This is an optimization exercise on Yosys and OpenROAD, whose aim is small area and a short achievable clock period, not a production implementation.
The RTL was checked by simulation tests, not by an equivalence proof against the original design.
Power is estimated from default activity; no workload was simulated.

==> flow/design.v (outline; a module is shown in full before it is edited, if it fits) <==
// module adder_tree_25: 1707 lines
module adder_tree_25 (
    input  logic         clk,
    input  logic         rst,
    input  logic         in_valid,
    input  logic [399:0] in_data,
    output logic         res_valid,
    output logic [15:0]  res
);
  // ...
==> flow/flow/run.sh <==
#!/bin/bash
# Own layout flow: the standard flow (standard.sh) with two changes.
#  1. After the standard synthesis, fapol.py re-chooses the polarity of the
#     full-adder cells so that the inverters extract_fa leaves around them go;
#     a Yosys equivalence proof against the standard netlist must pass, else
#     the standard netlist is kept.
#  2. Port buffers are sky130_fd_sc_hd__buf_1 (every port still gets one).
# Each tool writes its full output to a log file of its own in this folder.
set -uo pipefail
export BUFFER_PORTS_ARGS="-buffer_cell sky130_fd_sc_hd__buf_1"
HERE=$(pwd)
bash standard.sh synth > synth.log 2>&1 || exit 1
NET=$HERE/orfs/results/sky130hd/adder_tree_25/base/1_2_yosys.v
cp "$NET" "$HERE/netlist_standard.v"
if python3 "$HERE/flow/fapol.py" "$HERE/netlist_standard.v" "$HERE/netlist_fapol.v" > fapol.log 2>&1; then
  cat > equiv.ys <<EOT
read_liberty -ignore_miss_func $FLOW_HOME/platforms/sky130hd/lib/sky130_fd_sc_hd__tt_025C_1v80.lib
read_verilog $HERE/netlist_standard.v
rename $FLOW_TOP gold
read_verilog $HERE/netlist_fapol.v
rename $FLOW_TOP gate
setattr -mod -unset top gold gate
flatten gold gate
rename -hide gold/w:_* gate/w:_*
equiv_make gold gate eq
hierarchy -top eq
equiv_simple -seq 0
equiv_induct
equiv_status -assert
EOT
  if yosys -s equiv.ys > equiv.log 2>&1; then
    cp "$HERE/netlist_fapol.v" "$NET"
    touch "$NET"
    echo "fapol netlist used" >> fapol.log
  else
    echo "equivalence failed: standard netlist kept" >> fapol.log
  fi
fi
bash standard.sh finish > finish.log 2>&1
==> flow/flow/fapol.py <==
#!/usr/bin/env python3
"""Choose the polarity of every full-adder cell in a mapped sky130 netlist so
that as few inverters as possible remain.

A full adder is self-dual: FA(~a, ~b, ~c) = (~cout, ~sum).  Yosys's extract_fa
often builds full adders with all inputs and outputs inverted, which leaves an
inverter on many full-adder pins.  This pass removes every inverter, picks for
each full adder whether it computes the true or the complemented function, and
then puts back one inverter per net that some pin needs in the other polarity.

usage: fapol.py IN.v OUT.v
The netlist must be flat, with one module and no assign statements; if it is
not, the input is copied unchanged.
"""
import re
import sys
import random
import shutil

OUT_PINS = {"X", "Y", "Q", "Q_N", "SUM", "COUT", "HI", "LO"}
INV_RE = re.compile(r"^sky130_fd_sc_hd__(inv|clkinv)_\d+$")
FA_RE = re.compile(r"^sky130_fd_sc_hd__fa_\d+$")
INST_RE = re.compile(r"^\s*(sky130_fd_sc_hd__\w+)\s+(\\\S+|\w+)\s*\((.*?)\);\s*$", re.S | re.M)
PIN_RE = re.compile(r"\.(\w+)\(\s*([^()]*?)\s*\)")


def main():
    src, dst = sys.argv[1], sys.argv[2]
    text = open(src).read()
    if re.search(r"^\s*assign\s", text, re.M) or text.count("endmodule") != 1:
        print("fapol: netlist has assigns or several modules; left unchanged")
        shutil.copy(src, dst)
        return
    insts = []
    for m in INST_RE.finditer(text):
        pins = dict(PIN_RE.findall(m.group(3)))
        insts.append({"type": m.group(1), "name": m.group(2), "pins": pins,
                      "span": m.span()})
    # ports
    outports = set()
    for m in re.finditer(r"^\s*output\s+(\[(\d+):(\d+)\]\s*)?(\S+)\s*;", text, re.M):
        name = m.group(4)
        if m.group(1):
            hi, lo = int(m.group(2)), int(m.group(3))
            for i in range(min(hi, lo), max(hi, lo) + 1):
                outports.add(f"{name}[{i}]")
        else:
            outports.add(name)
    driver = {}
    for idx, ins in enumerate(insts):
        for p, n in ins["pins"].items():
            if p in OUT_PINS and n:
                driver[n] = (idx, p)
    # inverters that may go: output not a port
    removable = set()
    for idx, ins in enumerate(insts):
        if INV_RE.match(ins["type"]) and ins["pins"].get("Y") not in outports:
            removable.add(idx)

    def resolve(net):
        pol = 0
        seen = 0
        while net in driver and driver[net][0] in removable:
            net = insts[driver[net][0]]["pins"]["A"]
            pol ^= 1
            seen += 1
            if seen > 1000:
                raise SystemExit("inverter loop")
        return net, pol

    fas = [i for i, ins in enumerate(insts) if FA_RE.match(ins["type"])]
    fa_index = {i: k for k, i in enumerate(fas)}
    # consumers: (inst, pin, root, pol) for every non-removable instance input
    consumers = []
    for idx, ins in enumerate(insts):
        if idx in removable:
            continue
        for p, n in ins["pins"].items():
            if p in OUT_PINS or not n:
                continue
            if re.match(r"^\d+'[bh]", n):
                continue
            r, pol = resolve(n)
            consumers.append((idx, p, r, pol))
    # output ports driven through removable inverters would lose their
    # driver; there are none by construction (their inverter is kept)
    # root owner: FA output roots flip with their FA
    root_fa = {}
    for i in fas:
        for p in ("SUM", "COUT"):
            n = insts[i]["pins"].get(p)
            if n:
                root_fa[n] = fa_index[i]
    flip = [0] * len(fas)
    # per root: list of consumer ids
    by_root = {}
    for cid, (idx, p, r, pol) in enumerate(consumers):
        by_root.setdefault(r, []).append(cid)
    fa_cons = {}  # fa k -> consumer ids on its inputs
    for cid, (idx, p, r, pol) in enumerate(consumers):
        if idx in fa_index:
            fa_cons.setdefault(fa_index[idx], []).append(cid)

    def need(cid):
        # polarity (relative to the root's logical value) the pin must see
        idx, p, r, pol = consumers[cid]
        if idx in fa_index and flip[fa_index[idx]]:
            pol ^= 1
        return pol

    def phys(r):
        k = root_fa.get(r)
        return flip[k] if k is not None else 0

    def root_cost(r):
        ph = phys(r)
        return 1 if any(need(c) != ph for c in by_root.get(r, [])) else 0

    def roots_of_fa(k):
        i = fas[k]
        rs = set()
        for p in ("SUM", "COUT"):
            n = insts[i]["pins"].get(p)
            if n:
                rs.add(n)
        for c in fa_cons.get(k, []):
            rs.add(consumers[c][2])
        return rs

    total = sum(root_cost(r) for r in by_root)
    start = sum(1 for i in removable)
    improved = True
    rounds = 0
    while improved and rounds < 50:
        improved = False
        rounds += 1
        for k in range(len(fas)):
            rs = roots_of_fa(k)
            before = sum(root_cost(r) for r in rs)
            flip[k] ^= 1
            after = sum(root_cost(r) for r in rs)
            if after < before:
                total += after - before
                improved = True
            else:
                flip[k] ^= 1
    # rewrite
    inv_net = {}
    new_insts = []
    for r in sorted(by_root):
        if root_cost(r):
            nn = f"_fapol_n{len(inv_net)}_"
            inv_net[r] = nn
            new_insts.append((nn, r))
    conn = {}
    for cid, (idx, p, r, pol) in enumerate(consumers):
        conn[(idx, p)] = r if need(cid) == phys(r) else inv_net[r]
    out = []
    pos = 0
    for idx, ins in enumerate(insts):
        a, b = ins["span"]
        out.append(text[pos:a])
        pos = b
        if idx in removable:
            continue
        pins = dict(ins["pins"])
        if idx in fa_index and flip[fa_index[idx]]:
            pass  # outputs keep their nets, which now carry the complement
        for p in pins:
            if (idx, p) in conn:
                pins[p] = conn[(idx, p)]
        body = ",\n".join(f"    .{p}({n}{' ' if n.startswith(chr(92)) else ''})" for p, n in pins.items())
        out.append(f"  {ins['type']} {ins['name']} (\n{body}\n  );")
    tail = text[pos:]
    k = tail.rfind("endmodule")
    decl = "".join(f"  wire {nn};\n" for nn, r in new_insts)
    cells = "".join(f"  sky130_fd_sc_hd__inv_1 {nn}inv (\n    .A({r}{' ' if r.startswith(chr(92)) else ''}),\n    .Y({nn})\n  );\n"
                    for nn, r in new_insts)
    out.append(tail[:k] + decl + cells + tail[k:])
    res = "".join(out)
    # the new wires must be declared before use for some readers: move decls up
    mod = re.search(r"^\s*module\s.*?;\s*$", res, re.M | re.S)
    res = res.replace(decl, "", 1)
    res = res[:mod.end()] + "\n" + decl + res[mod.end():]
    open(dst, "w").write(res)
    print(f"fapol: {len(fas)} full adders, {sum(flip)} flipped, inverters {start} -> {len(new_insts)}")


if __name__ == "__main__":
    main()
==> flow/standard.sh <==
#!/bin/bash
# synth_recipe.tcl (not shown) runs the flow's synth.tcl, then flattens the netlist and writes it again
# the make line also repeats each setting of config.mk as NAME=value (left out here)
make -C /OpenROAD-flow-scripts/flow DESIGN_CONFIG=/design/flow/config.mk WORK_HOME=/design/flow/orfs CLKGATE_MAP_FILE= SYNTH_SCRIPT=/design/flow/synth_recipe.tcl "${@:-finish}"
==> flow/config.mk <==
export PLATFORM = sky130hd
export DESIGN_NAME = adder_tree_25
export DESIGN_NICKNAME = adder_tree_25
export VERILOG_FILES = /design/flow/design.v
export SDC_FILE = /design/flow/constraint.sdc
export NUM_CORES = 4
export LEC_CHECK = 0
export CAP_MARGIN = 20
export CORE_MARGIN = 2
export CORE_UTILIZATION = 40
export CTS_BUF_LIST = sky130_fd_sc_hd__clkbuf_8
export CTS_CLUSTER_DIAMETER = 50
export CTS_CLUSTER_SIZE = 14
export SETUP_SLACK_MARGIN = 1.1
export SLEW_MARGIN = 20
==> flow/constraint.sdc <==
create_clock -name core_clock -period 3.0 [get_ports {clk}]
set_input_delay 0.6000 -clock core_clock [delete_from_list [all_inputs] [get_ports {clk}]]
set_output_delay 0.6000 -clock core_clock [all_outputs]
set_load 0.01 [all_outputs]
==> run summary, run 1 <==
combinational share of power 0.488; final wirelength 23.2 mm; skew final 13.7 ps; Largest register FFs 16; WHS Path Cells 2; worst skew pair latency 520 ps; Reg with most FFs res; r2r setup slk 1100 ps; post-route ant nets 0; WS Path Type reg -> reg; final hold slack 279 ps; Filler cells 2520; vias 6401; Power Total 12.8 mW; Post-Place Cells 1469; die area 0.0306 sq mm; I/O pins 420; number of global-route vias before repair 7948; Worst Setup EP p2_c3_1$_DFF_P_; number of well taps 384; synthesized area per cell 17.4 sq um; uppermost routed layer met4; seq pwr 4.65 mW; status finished clean; clock-net power 1.92 mW; R2R Path Start p1_c3_2$_DFF_P_; Seq cells 201; FF/Latch Area 0.00403 sq mm; Max stage delay on crit path 530 ps; Hold WC Path Type in -> reg; die width 175 microns; Hold Buf Count CTS 0; fin crit share 0.634; multi-input gates 452; Slew Limit Fails 0; GRT Overall Usage 0.161
==> inputs of run 2 (changes only) <==
--- a/flow/config.mk
+++ b/flow/config.mk
@@ -12,4 +12,5 @@
 export CTS_CLUSTER_DIAMETER = 50
 export CTS_CLUSTER_SIZE = 14
+export PLACE_DENSITY = 0.7
 export SETUP_SLACK_MARGIN = 1.1
 export SLEW_MARGIN = 20
==> run summary, run 2 <==
status finished clean; routability cong. 0.957; Largest register FFs 16 (unchanged); Max-Cap Viols 0; number of global-route vias before repair 7999 (+0.64%); Post-Route Setup TNS 0 ps; Setup Buffers After CTS 0; worst ir drop on vdd 0.555 mV; drt drc 0; Starting DRT DRC Count 195; RSZ-0062 raised after global routing yes; Power Total 12.7 mW (-1.2%); Sw Ratio 0.369; Psw 4.66 mW; Leakage 5.11 nW; core box area 0.0287 sq mm; Slew Limit Fails 0 (unchanged); post-route ant nets 0 (unchanged); worst-path fanout max 1; vias per cell 4.34; final setup vio count 0; Syn Nets 1412; die area 0.0306 sq mm (unchanged); crit path DAT 2350 ps; I/O pins 420 (unchanged); Max-slew headroom 0.278; Filler cells 2464 (-2.2%); synth warn 1; element type at the critical path end flop; commonest non-fill, non-tap cell in the layout buf_1; most frequent cells in the layout 418 x buf_1, 206 x fa_1, 196 x dfxtp_1; Die Ht 175 microns; GRT overflow 0; Reg with most FFs res; Hold Buf Count CTS 0 (unchanged); combinational share of power 0.496 (+0.008); Final Non-Filler Cells 1502; WL per Instance 16.9 microns; worst skew pair latency 540 ps (+20 ps); PD cells 874 mW/mm^2; initial antenna violation count 0; CTS H-tree depth 1; IO Port Bufs 419; row count 62; final hold violation count 0; Sequential Power Share 0.367; vias 6512 (+1.7%); P_int 7.99 mW; Syn Std Cell Area 0.0117 sq mm; TritonCTS buffer count 22; FMAX 0.518 GHz; Regs by FF count res (16), lo_q (11); synthesized area per cell 17.4 sq um (unchanged); fraction of layout cells with a size suffix above 1 0.150; skew final 25.9 ps (+12.2 ps); final wirelength 25.4 mm (+9.7%); Initial Utilization 0.407; WS Path Type reg -> reg; clock-pin slew on the worst setup and hold paths 80 ps; HPWL after DPL 23.5 mm; drt pass-1 iters 4; fin crit share 0.644 (+0.00953); # diodes 0; worst-margin pin slew 1080 ps; CP Launch Type flop; TritonCTS clock tree yes; area grow syn2layout 23.9%; minimum clock period 1930 ps; GRT Overall Usage 0.176 (+0.0152); Max Root-Sink Buffers 3; CTS root buf clkbuf_8; cells after synthesis 670; die width 175 microns (unchanged); power share of the clock group 0.137; Post-Place Cells 1469 (unchanged); post-layout util 0.504; CP required 3410 ps; pin count of the biggest net entering global routing 23; Clock Sink Count 201; Hold WC Path Type in -> reg; Nets 1851; first-pass GRT wire length 41.0 mm
-- run 2: timing repair --
item	CTS	global route
gates resized for setup	12	16
pin swaps	15	10
setup endpoints to repair	10	17
-- run 2: critical path, stage by stage, from the launching register on --
cell	delay, ps
dfxtp_1	320
fa_1	520
fa_2	560
fa_1	420
-- run 2: metrics by stage --
| stage | hold WS [ps] | setup slack, ps | area [sq um] |
|---|---|---|---|
| finish | 273 | 1070 | 14500 |
| detailed placement | 318 | 553 | 14000 |
| global placement | 311 | 580 | 14000 |
| CTS | 232 | 1070 | 14400 |
| floorplan | 310 | 808 | 12000 |
| global route | 253 | 989 | 14500 |
-- run 2: path summary, 6_finish.rpt --
check                                      from  slack [ps]                  end  cells after the start
worst max-delay path            p1_c3_2$_DFF_P_        1070      p2_c3_1$_DFF_P_                      3
worst min-delay path                   in_valid         270  vpipe[0]$_SDFF_PN0_                      2
worst max register to register  p1_c3_2$_DFF_P_        1070      p2_c3_1$_DFF_P_                      3
worst min register to register  p2_c0_0$_DFF_P_         340      lo_q[0]$_DFF_P_                      0
-- run 2: metal layers --
layer	wire, microns	up-vias	GRT usage
met5	0	-	0
met4	560	0	0.0413
met3	1520	39	0.0315
met2	14500	259	0.341
met1	8850	3273	0.201
li1	-	2941	-
-- run 2: area by class of cell --
cell class / count / area (sq um) / area share
clock buffer: 23 / 317 / 0.0219
clock inverter: 10 / 91.3 / 0.00631
inverter: 13 / 48.8 / 0.00337
multi-input combinational: 452 / 7940 / 0.548
sequential: 201 / 4030 / 0.278
tap: 384 / 480 / 0.0332
timing repair buffer: 419 / 1570 / 0.109
-- run 2: power by group through the flow --
stage	combinational, mW	clock, mW	sequential [mW]
2_1_floorplan	4.22	0	4.57
3_3_place_gp	6.08	0	4.70
3_5_place_dp	6.26	0	4.73
4_1_cts	6.45	1.81	4.68
5_1_grt	7.40	1.91	4.79
6_report	6.28	1.73	4.65
==> inputs of run 3 (changes only) <==
--- a/flow/config.mk
+++ b/flow/config.mk
@@ -12,5 +12,4 @@
 export CTS_CLUSTER_DIAMETER = 50
 export CTS_CLUSTER_SIZE = 14
-export PLACE_DENSITY = 0.7
-export SETUP_SLACK_MARGIN = 1.1
+export SETUP_SLACK_MARGIN = 1.0
 export SLEW_MARGIN = 20
==> run summary, run 3 <==
worst skew pair latency 520 ps (-20 ps); CTS H-tree depth 1 (unchanged); commonest non-fill, non-tap cell in the layout buf_1; Starting DRT DRC Count 146 (-25%); CP delay by family, top adder cells; # diodes 0 (unchanged); crit path DAT 2340 ps (about the same); Reg with most FFs res; GRT overflow 0 (unchanged); fin crit share 0.645 (+0.00154); WS Path Type reg -> reg; Slew Limit Fails 0 (unchanged); drt drc 0 (unchanged); routability cong. 0.799 (-16%); Max-Cap Viols 0 (unchanged); CP most frequent cell fa_1; post-route ant nets 0 (unchanged); synth warn 1 (unchanged); core box area 0.0287 sq mm (unchanged); minimum clock period 1940 ps (+4.63 ps); worst-path cell chain fa_1 > fa_1 > fa_1; Placed Area 0.0140 sq mm (-0.22%); status finished clean; final wirelength 22.8 mm (-10%); final hold violation count 0 (unchanged); Hold Buf Count CTS 0 (unchanged); I/O pins 420 (unchanged); vias 6452 (-0.92%); Die Ht 175 microns (unchanged); pin count of the biggest net entering global routing 23 (unchanged); final setup vio count 0 (unchanged); RSZ-0062 raised after global routing yes; vias per cell 4.29 (-1.1%); worst-path fanout max 1 (unchanged); first-pass GRT wire length 37.8 mm (-7.7%); HPWL after DPL 20.9 mm (-11%); row count 62 (unchanged); CP required 3400 ps (about the same); number of global-route vias before repair 7877 (-1.5%); CTS root buf clkbuf_8; TritonCTS buffer count 23 (+4.5%); IO Port Bufs 419 (unchanged); Syn Std Cell Area 0.0117 sq mm (unchanged); final instance area 0.0145 sq mm (about the same); Power Total 12.6 mW (-0.23%); Max Root-Sink Buffers 3 (unchanged); skew final 15.3 ps (-10.6 ps); WL per Instance 15.2 microns (-11%); Post-Route Setup TNS 0 ps (unchanged); Buf+Inv Stages, Crit Path 0 (unchanged); die area 0.0306 sq mm (unchanged); TritonCTS clock tree yes; CP max-delay cell fa_1; element type at the critical path end flop; most frequent cells in the layout 419 x buf_1, 235 x fa_1, 201 x dfxtp_1; Leakage 5.18 nW (+1.5%); Nets 1853 (+0.11%); die width 175 microns (unchanged); Max-slew headroom 0.496 (+0.217); fraction of layout cells with a size suffix above 1 0.120 (-0.0307); worst-margin pin slew 757 ps (-325 ps); Largest register FFs 16 (unchanged); cells after synthesis 670 (unchanged); clock-pin slew on the worst setup and hold paths 90 ps (about the same); Max stage delay on crit path 560 ps (about the same); drt pass-1 iters 4 (unchanged); Clock Sink Count 201 (unchanged); area grow syn2layout 23.9% (about the same); FMAX 0.517 GHz (-0.24%); synthesized area per cell 17.4 sq um (unchanged); worst ir drop on vdd 0.450 mV (-19%); Initial Utilization 0.407 (unchanged); Hold WC Path Type in -> reg; Syn Nets 1412 (unchanged); PD cells 872 mW/mm^2 (-0.28%); Regs by FF count res (16), lo_q (11); GRT Overall Usage 0.158 (-0.0185); CP Launch Type flop; initial antenna violation count 0 (unchanged)
==> run 3: cell count changes in the layout (fill, tap and decap cells not counted), moves of 3 or more <==
| cell | delta |
|---|---|
| dfxtp_1 | +5 |
| inv_8 | +3 |
| fa_2 | -29 |
| fa_1 | +29 |
| bufinv_16 | +3 |
| dfxtp_2 | -5 |
| clkinvlp_4 | -3 |
==> run 3: where the power goes <==
part	total, mW	switching, mW	internal [mW]
Sequential	4.63	0.600	4.03
Combinational	5.97	2.94	3.03
Clock	2.02	1.00	1.02
Total	12.6	4.54	8.08
==> run 3: what timing repair did <==
action                                 CTS  global route
setup buffers                            0             0
endpoints found under the hold margin    0             0
pin swaps                                2             5
gates resized for setup                  1             6
setup endpoints to repair                3             7
==> run 3: stage by stage <==
stage               utilization  setup WS (ps)  hold WS [ps]  instances
floorplan                     -            808           310        670
global placement          0.486            608           314       1470
detailed placement        0.486            595           321       1470
CTS                       0.504           1000           294       1505
global route              0.505            986           309       1505
finish                    0.505           1060           328       1505
==> run 3: cell type report <==
class	count	area (sq um)
flip-flops and latches	201	4020
inverters	13	48.8
clock buffers	23	317
clock inverters	12	175
multi-input cells	452	7860
well taps	384	480
repair buffers	420	1580
fillers	2569	14200
==> run 3: final timing paths <==
kind                        start             endpoint  slack [ps]  cells after the start
setup / recovery  p1_c3_4$_DFF_P_      p2_c3_1$_DFF_P_        1060                      3
hold / removal           in_valid  vpipe[0]$_SDFF_PN0_         330                      2
setup reg to reg  p1_c3_4$_DFF_P_      p2_c3_1$_DFF_P_        1060                      3
hold reg to reg   p2_c1_0$_DFF_P_      lo_q[1]$_DFF_P_         330                      0
==> run 3: routing by layer <==
| metal | global-route usage | up-vias | share of wire | routed length (microns) |
|---|---|---|---|---|
| met5 | 0 | - | 0 | 0 |
| met3 | 0.0242 | 29 | 0.054 | 1230 |
| met2 | 0.287 | 234 | 0.53 | 12100 |
| met4 | 0.0368 | 0 | 0.022 | 499 |
| li1 | - | 2950 | - | - |
| met1 | 0.199 | 3239 | 0.39 | 8940 |
==> inputs of run 4 (changes only) <==
--- a/flow/config.mk
+++ b/flow/config.mk
@@ -12,4 +12,4 @@
 export CTS_CLUSTER_DIAMETER = 50
 export CTS_CLUSTER_SIZE = 14
-export SETUP_SLACK_MARGIN = 1.0
+export SETUP_SLACK_MARGIN = 1.2
 export SLEW_MARGIN = 20
==> run summary, run 4 <==
worst skew pair latency 530 ps (about the same); GRT overflow 0 (unchanged); Worst path depth 3 (unchanged); Max-slew headroom 0.490 (-0.00552); cells after synthesis 670 (unchanged); FMAX 0.514 GHz (-0.41%); PD cells 870 mW/mm^2 (-0.16%); first-pass GRT wire length 38.8 mm (+2.6%); I/O pins 420 (unchanged); Nets 1852 (-0.054%); vias 6490 (+0.59%); clock-pin slew on the worst setup and hold paths 80 ps (about the same); worst-case reg-to-reg path depth 3 (unchanged); CP required 3470 ps (+70 ps); skew final 12.0 ps (-3.38 ps); Die Ht 175 microns (unchanged); Max Root-Sink Buffers 3 (unchanged); final setup vio count 0 (unchanged); worst-path fanout max 1 (unchanged); Starting DRT DRC Count 94 (-36%); Syn Nets 1412 (unchanged); fin crit share 0.648 (+0.00268); CP Launch Type flop; Slew Limit Fails 0 (unchanged); WHS Path Cells 0 (-2); Syn Std Cell Area 0.0117 sq mm (unchanged); CP delay by family, top adder cells; GRT Overall Usage 0.162 (+0.00420); RSZ-0062 raised after global routing yes; die area 0.0306 sq mm (unchanged); Largest register FFs 16 (unchanged); # diodes 0 (unchanged); Filler cells 2466 (-4.0%); CTS H-tree depth 1 (unchanged); minimum clock period 1940 ps (+8.05 ps); status finished clean; drt pass-1 iters 4 (unchanged); Hold WC Path Type reg -> reg; Max-Cap Viols 0 (unchanged); IO Port Bufs 419 (unchanged); pin count of the biggest net entering global routing 23 (unchanged); Buf+Inv Stages, Crit Path 0 (unchanged); Regs by FF count res (16), lo_q (11); TritonCTS buffer count 22 (-4.3%); worst-path cell chain fa_2 > fa_2 > fa_2; final wirelength 23.5 mm (+2.8%); CTS root buf clkbuf_8; Reg with most FFs res; WL per Instance 15.6 microns (+2.8%); HPWL after DPL 21.4 mm (+2.3%); Leakage 5.21 nW (+0.53%); Initial Utilization 0.407 (unchanged); final hold slack 325 ps (-3.58 ps); Hold Buf Count CTS 0 (unchanged); worst ir drop on vdd 0.363 mV (-19%); commonest non-fill, non-tap cell in the layout buf_1; worst-margin pin slew 765 ps (+8.28 ps); synthesized area per cell 17.4 sq um (unchanged); Post-Route Setup TNS 0 ps (unchanged); crit path DAT 2410 ps (+70 ps); routability cong. 0.821 (+2.8%); WS Path Type reg -> reg; synth warn 1 (unchanged); Power Total 12.8 mW (+1.7%); post-layout util 0.514 (+0.00959); CP max-delay cell fa_2; initial antenna violation count 0 (unchanged); number of global-route vias before repair 8035 (+2.0%); drt drc 0 (unchanged); core box area 0.0287 sq mm (unchanged); element type at the critical path end flop; most frequent cells in the layout 392 x buf_1, 175 x dfxtp_1, 168 x fa_1; final hold violation count 0 (unchanged); vias per cell 4.31 (+0.52%); row count 62 (unchanged); area grow syn2layout 26.3%; post-route ant nets 0 (unchanged); CP most frequent cell fa_2; Max stage delay on crit path 580 ps (+20 ps); Clock Sink Count 201 (unchanged); TritonCTS clock tree yes; die width 175 microns (unchanged); fraction of layout cells with a size suffix above 1 0.232 (+0.112)
[run 4: layout make-up]
class | count | area (sq um) | share of cell area
Sequential cell | 201 | 4060 | 0.275
Multi-Input combinational cell | 452 | 8040 | 0.545
Tap cell | 384 | 480 | 0.0326
Clock buffer | 24 | 330 | 0.0224
Clock inverter | 12 | 115 | 0.00780
Timing Repair Buffer | 420 | 1680 | 0.114
Inverter | 13 | 48.8 | 0.00331
[run 4: timing repair]
action,in CTS,in global routing
pin swaps,45,85
cloned,0,0
setup endpoints to repair,34,38
setup buffers,1,0
resized for setup,38,67
[run 4: routing by layer]
metal  vias to the layer above  wire (microns)  track usage
met2                       233           12900        0.300
met3                        28            1270       0.0252
met1                      3284            8830        0.200
met4                         0             470       0.0347
met5                         -               0            0
li1                       2945               -            -
[run 4: stage by stage]
stage                     std cells  cell area, sq um  setup WS (ps)
final                          1506             14800           1060
after global routing           1506             14800            990
after floorplan                 670             12000            808
after detailed placement       1469             14100            581
after CTS                      1506             14600           1040
after global placement         1469             14100            596
[run 4: report_power, final]
part	switching, mW	total (mW)	internal, mW
Sequential	0.630	4.69	4.06
Clock	0.988	1.85	0.859
Combinational	3.04	6.31	3.27
Total	4.66	12.8	8.19
[run 4: path summary, 6_finish.rpt]
check | startpoint | endpoint | slack [ps]
worst max register to register | p1_c3_2$_DFF_P_ | p2_c3_1$_DFF_P_ | 1060
worst max-delay path | p1_c3_2$_DFF_P_ | p2_c3_1$_DFF_P_ | 1060
worst min register to register | p2_c1_0$_DFF_P_ | lo_q[1]$_DFF_P_ | 320
worst min-delay path | p2_c1_0$_DFF_P_ | lo_q[1]$_DFF_P_ | 320

## static timing again, ports no longer ideal
Ports are ideal in the flow. The routed layouts listed here were re-timed in OpenROAD. Step 1, drivers: a clkbuf_16 drives clk and a buf_2 each remaining input, both assumed. Step 2 times the ports against the registers' clock, not the clock port: input delays grow and output delays shrink by t, the midpoint of the rising clock arrivals with the driver on. Three values: no drivers, after step 1, after step 2; two values: the first two.
| run | t (ns) | setup WS [ns] | worst setup path at the end | worst data-port slew with drivers (ns) |
|---|---|---|---|---|
| run 1 | 0.552 | 1.097 / 1.097 / 0.607 | input to register | 0.07 |
| run 2 | 0.560 | 1.069 / 1.069 / 0.561 | input to register | 0.09 |
| run 3 | 0.558 | 1.064 / 1.064 / 0.605 | input to register | 0.05 |
| run 4 | 0.565 | 1.056 / 1.056 / 0.605 | input to register | 0.05 |
After both steps setup and hold are still met in every run listed. For run 2, which loses most, drivers alone change the setup slack by 0.000 ns; drivers and shift together by -0.508 ns.
